Background: an optimization exercise with open tools, aiming at small area. Do not read the settings as production practice. Function was checked by simulation only, so behaviour that the tests miss may differ from the original. Power is estimated from default activity; no workload was simulated.

File: flow/config.mk
export PLATFORM = sky130hd
export DESIGN_NAME = pe_dot_accum_4xpack
export DESIGN_NICKNAME = pe_dot_accum_4xpack
export VERILOG_FILES = /design/flow/design.v
export SDC_FILE = /design/flow/constraint.sdc
export NUM_CORES = 4
export LEC_CHECK = 0
export CAP_MARGIN = 20
export CORE_MARGIN = 2
export CORE_UTILIZATION = 40
export SLEW_MARGIN = 20
File: flow/constraint.sdc
create_clock -name core_clock -period 4.5 [get_ports {clock}]
set_input_delay 0.9000 -clock core_clock [delete_from_list [all_inputs] [get_ports {clock}]]
set_output_delay 0.9000 -clock core_clock [all_outputs]
set_load 0.01 [all_outputs]
File: flow/design.v
module pe_dot_accum_4xpack #(
    parameter int DOT_SIZE          = 8,
    parameter int MULT_OUTPUT_WIDTH = 9,
    parameter int MULT_LATENCY      = 3,
    parameter int ACCUM_WIDTH       = 12
) (
    input  logic                                                   clock,
    input  logic                                                   reset,
    input  logic                                                   i_valid,
    input  logic                                                   i_first,
    input  logic                                                   i_last,
    input  logic [1:0][1:0][DOT_SIZE-1:0][MULT_OUTPUT_WIDTH-1:0] i_mult_output,
    input  logic                                                   i_ready,
    output logic                                                   o_valid,
    output logic [1:0][1:0][ACCUM_WIDTH-1:0]                       o_result,
    output logic                                                   o_overflow
);
    localparam int MW = MULT_OUTPUT_WIDTH;
    localparam int AW = ACCUM_WIDTH;
    logic [MULT_LATENCY-1:0] r_dv, r_df, r_dl;
    logic r_a_vld, r_a_first, r_a_last, r_b_vld, r_b_first, r_b_last;
    logic [1:0][1:0][DOT_SIZE-1:0][AW-1:0] w_a, r_a;
    logic [1:0][1:0][AW-1:0] w_b, r_b, r_acc, w_acc_next;
    logic w_load;
    always_ff @(posedge clock) begin
        if (reset) begin
            r_dv <= '0;
            r_df <= '0;
            r_dl <= '0;
        end else begin
            r_dv[0] <= i_valid;
            r_df[0] <= i_first;
            r_dl[0] <= i_last;
            for (int i = 1; i < MULT_LATENCY; i++) begin
                r_dv[i] <= r_dv[i-1];
                r_df[i] <= r_df[i-1];
                r_dl[i] <= r_dl[i-1];
            end
        end
    end
    always_comb begin
        w_a = '0;
        for (int f = 0; f < 2; f++)
            for (int k = 0; k < 2; k++)
                for (int i = 0; i < DOT_SIZE; i++)
                    w_a[f][k][i] = i_mult_output[f][k][i][MW-1] ? AW'(0) - AW'(i_mult_output[f][k][i][MW-2:0])
                                                                 : AW'(i_mult_output[f][k][i][MW-2:0]);
    end
    always_comb begin
        w_b = '0;
        for (int f = 0; f < 2; f++)
            for (int k = 0; k < 2; k++)
                for (int i = 0; i < DOT_SIZE; i++)
                    w_b[f][k] = w_b[f][k] + r_a[f][k][i];
    end
    always_ff @(posedge clock) begin
        r_a <= w_a;
        r_b <= w_b;
    end
    always_ff @(posedge clock) begin
        if (reset) begin
            r_a_vld   <= 1'b0;
            r_a_first <= 1'b0;
            r_a_last  <= 1'b0;
            r_b_vld   <= 1'b0;
            r_b_first <= 1'b0;
            r_b_last  <= 1'b0;
        end else begin
            r_a_vld   <= r_dv[MULT_LATENCY-1];
            r_a_first <= r_df[MULT_LATENCY-1];
            r_a_last  <= r_dl[MULT_LATENCY-1];
            r_b_vld   <= r_a_vld;
            r_b_first <= r_a_first;
            r_b_last  <= r_a_last;
        end
    end
    logic [1:0][1:0] r_sat, w_sat_next;
    logic [AW:0] w_wide;
    always_comb begin
        w_acc_next = r_acc;
        w_sat_next = r_sat;
        w_wide     = '0;
        for (int f = 0; f < 2; f++)
            for (int k = 0; k < 2; k++) begin
                w_wide = {r_acc[f][k][AW-1], r_acc[f][k]} + {r_b[f][k][AW-1], r_b[f][k]};
                if (r_b_first) begin
                    w_acc_next[f][k] = r_b[f][k];
                    w_sat_next[f][k] = 1'b0;
                end else if (!r_sat[f][k]) begin
                    w_sat_next[f][k] = w_wide[AW] != w_wide[AW-1];
                    w_acc_next[f][k] = (w_wide[AW] == w_wide[AW-1]) ? w_wide[AW-1:0] :
                                       w_wide[AW] ? {1'b1, {(AW-1){1'b0}}} : {1'b0, {(AW-1){1'b1}}};
                end
            end
    end
    always_ff @(posedge clock) begin
        if (reset)
            r_sat <= '0;
        else if (r_b_vld)
            r_sat <= w_sat_next;
    end
    always_ff @(posedge clock) begin
        if (reset)
            r_acc <= '0;
        else if (r_b_vld)
            r_acc <= w_acc_next;
    end
    assign w_load = r_b_vld & r_b_last;
    always_ff @(posedge clock) begin
        if (reset) begin
            o_valid    <= 1'b0;
            o_result   <= '0;
            o_overflow <= 1'b0;
        end else if (w_load && (!o_valid || i_ready)) begin
            o_valid  <= 1'b1;
            o_result <= w_acc_next;
        end else if (w_load) begin
            o_overflow <= 1'b1;
        end else if (i_ready) begin
            o_valid <= 1'b0;
        end
    end
endmodule
File: flow/run.sh
#!/bin/bash
# synth_recipe.tcl (not shown) runs the flow's synth.tcl, then flattens the netlist and writes it again
# the make line also repeats each setting of config.mk as NAME=value (left out here)
make -C /OpenROAD-flow-scripts/flow DESIGN_CONFIG=/design/flow/config.mk WORK_HOME=/design/flow/orfs CLKGATE_MAP_FILE= SYNTH_SCRIPT=/design/flow/synth_recipe.tcl finish
==> run notes <==
Final Slew Violations 0; Final Cycle Share 95.2%; Net Switching 8.46 mW; Reg clk slew, reported paths 60 ps; crit-path cells fa_1 -> inv_1 -> fa_1 -> fa_1 -> fa_1 -> inv_1 -> ha_1 -> a21o_1 -> a21oi_1 -> o21ai_0 -> a21oi_2 -> o21ai_1 -> a21o_1 -> a21oi_1 -> xnor2_1; share of power burned in registers 23.6%; crit path DAT 4810 ps; Final Setup Violations 0; Worst EP required 5030 ps; simple-gate share of the synthesized area 11.0%; n_diodes 0; initial antenna violation count 0; DRT Wirelength 67,700 um; routed via count 20.2k; fin nets 3,896; critical path's top delay family adder cells; clock share of power 19.9%; Post-synth ARST share 0%; post-synthesis mux area share 0.340%; Antenna Violating Nets Remaining 0; Clock Latency Late Sink 600 ps; Core ar. 66,800 um^2; first-pass GRT wire length 110,000 um; Placer Congestion 0.901; largest net degree at the start of global routing 95; Synth Flop Type dfxtp_1; grt ovf 0; sw frac 39.5%; WS Path Type flip-flop to flip-flop; xor/xnor cell area share of the yosys netlist 8.44%; maximum VDD drop 584 uV; Initial Utilization 40.2%; Vias/cell 4.85; CP endpoint kind flip-flop; port buffer count 343; FP Rows 95; largest family of logic cells by synthesized area adder cells; wire per inst 16.3 um; CTS Buf Count 50; Synth Area in Compound Gates 13.0%; Die Y 263 um; Clk Tree Root Cell clkbuf_16; post-synthesis sequential area ratio 33.7%; syn_area_per_cell 9.19 um^2; Buf/Inv on CP 2; cell mode on critical path fa_1; Horiz. Die Dim 263 um; Post-synth EDFFs 0; DRT Pass-1 Iters 6; LEAKAGE 14.7 nW; total global-route track usage 19.7%; # IOs 344; Final min period 4290 ps; Clock Path Buffers 3; vias in the first global route 21.2k; Power Density 650 nW/um^2; Worst path max stage delay 600 ps; Syn Nets 3,579; fin cells 4,153; placed cells 4,060; Fin Setup TNS 0 ps; Slew Limit Headroom 31.8%; Initial DRC Count 1,029; commonest non-fill, non-tap cell in the layout inv_1; Max-cap violations 0; Pint 12.9 mW; logic gate share of total power 56.5%; Fmax 233 MHz; Hold Path Class flip-flop to flip-flop; Final HPWL DP 53,800 um; Yosys warnings 1; CP startpoint kind flip-flop; most frequent cells in the layout inv_1 (581), dfxtp_1 (451), clkdlybuf4s50_1 (342), nand2_1 (269), xnor2_1 (240); final hold violation count 0; run status timing/DRC/antenna clean; Die ar. 69,300 um^2; Post-Synth Adder-Cell Area 23.9%; FILL cells 6,217; actual slew at the worst max-slew pin 1020 ps; fin util 49.3%; Synth Instances 2,925; CTS tree yes; synthesized area 26,900 um^2; Critical-path top delay cell fa_1; DR DRC count 0; clk_skew 22.2 ps; Cell variety after synth 83; RSZ-0062 raised after global routing true; Seq cells post-synth 453; share of post-route cells with drive strength above 1 4.30%; H-tree levels 2; area grow syn2layout 22.5%; Clock Sinks 453; worst-path fanout max 2
==> final timing paths <==
path	depth (start not counted)	startpoint	slack (ps)	endpoint
worst max-delay path	15	r_a[291]$_DFF_P_	210	r_b[47]$_DFF_P_
worst min-delay path	1	r_a_vld$_SDFF_PP0_	430	r_b_vld$_SDFF_PP0_
worst max register to register	15	r_a[291]$_DFF_P_	210	r_b[47]$_DFF_P_
worst min register to register	1	r_a_vld$_SDFF_PP0_	430	r_b_vld$_SDFF_PP0_
==> Yosys cell counts (5+ instances only) <==
master,number,area (um^2)
o32ai_1,13,114
nand3b_1,9,67.6
xor2_1,19,166
o31a_1,39,342
o21a_1,12,90.1
a211oi_1,39,293
xnor2_1,240,2100
nor2b_1,25,156
o221ai_1,11,96.3
mux2i_1,8,80.1
o31ai_1,65,488
ha_1,128,1600
inv_1,583,2190
or3_1,43,269
nand2b_1,65,407
o22ai_1,10,62.6
o21ai_1,5,25.0
a21o_1,18,135
nand3_1,16,80.1
a311oi_1,7,61.3
and3_1,12,75.1
nand2_1,269,1010
buf_2,5,25.0
a31oi_1,12,75.1
dfxtp_1,453,9070
nor3_1,45,225
fa_1,232,4640
o21bai_1,6,45.0
clkbuf_1,80,300
maj3_1,13,130
o21ai_0,112,561
a21oi_1,105,526
nor2_1,130,488
==> routing by layer <==
metal  share of wire (%)  vias up  global-route usage, %
li1                    -     9993                      -
met5                   0        -                      0
met1                  44     9639                   25.3
met3                 5.1      118                   3.84
met2                  48      409                   33.2
met4                 3.1        0                   6.50
==> sequential cells by signal, indices dropped and copies added (netlist names) <==
name	count
o_overflow	1
o_result	48
o_valid	1
r_a	288
r_a_first	1
r_a_last	1
r_a_vld	1
r_acc	48
r_b	48
r_b_first	1
r_b_last	1
r_b_vld	1
r_df	3
r_dl	3
r_dv	3
r_sat	4
==> power groups by stage <==
stage | clock network, mW | logic [mW] | registers, mW
after floorplan | 0 | 9.07 | 5.00
after detailed placement | 0 | 11.6 | 5.15
after global routing | 4.53 | 14.1 | 5.11
final | 4.25 | 12.1 | 5.06
after global placement | 0 | 11.4 | 5.14
after CTS | 4.37 | 11.8 | 5.06
==> cell type report <==
cell class,instances,area (um^2),share of cell area (%)
clock buffer,75,1510,4.59
clock inverter,15,205,0.624
inverter,584,2190,6.66
multi-input combinational,1797,15300,46.5
sequential,453,9070,27.6
tap,873,1090,3.32
timing repair buffer,356,3540,10.8
==> worst register-to-register path, delay by kind of cell, from the launching register on <==
kind	cells	cell delay [ps]
AOI/OAI and AO/OA	7	1160
xor gates and xnor gates	1	130
adders and majority gates	5	2500
buffers and inverters	2	120
DFF	1	310
==> stage by stage <==
step / total power [mW] / instance area (um^2) / hold slack [ps] / setup WS (ps)
finish: 21.4 / 32900 / 434 / 214
global route: 23.7 / 32900 / 451 / -37.4
CTS: 21.2 / 32800 / 438 / 9.63
detailed placement: 16.8 / 31100 / 425 / 24.0
global placement: 16.6 / 31100 / 425 / 87.8
floorplan: 14.1 / 26900 / 414 / 291
==> repair_timing <==
action / in CTS / in global routing
gates resized for setup: 0 / 23
endpoints found under the setup margin: 0 / 8
hold buffers: 0 / 0
setup buffers: 0 / 3
==> cell families after synthesis <==
| kind of cell | count (synthesis) |
|---|---|
| AOI/OAI and AO/OA | 512 |
| xor gates and xnor gates | 259 |
| adders and majority gates | 376 |
| buffers and inverters | 675 |
| DFF | 453 |
| muxes | 9 |
| and+or+nand+nor | 641 |

re-timing with driven ports:
The results above use ideal ports. As a check the final layout listed here was re-extracted and re-timed, cells and wires unchanged.
Step 1, drivers: a clkbuf_16 drives clock and a buf_2 each remaining input, both assumed.
Step 2 times the ports against the registers' clock, not the clock port: input delays grow and output delays shrink by t, the midpoint of the rising clock arrivals with the driver on.
Slacks: no drivers / after step 1 / after step 2; pairs: no drivers / after step 1.
shift t [ns]: 0.649
slack for setup (ns): 0.214 / 0.214 / 0.214
worst setup path after step 2: register to register
pins driven straight from the clock port: 1
After both steps setup and hold are still met in this run. For this run, drivers alone change the setup slack by 0.000 ns; drivers and shift together by 0.000 ns.
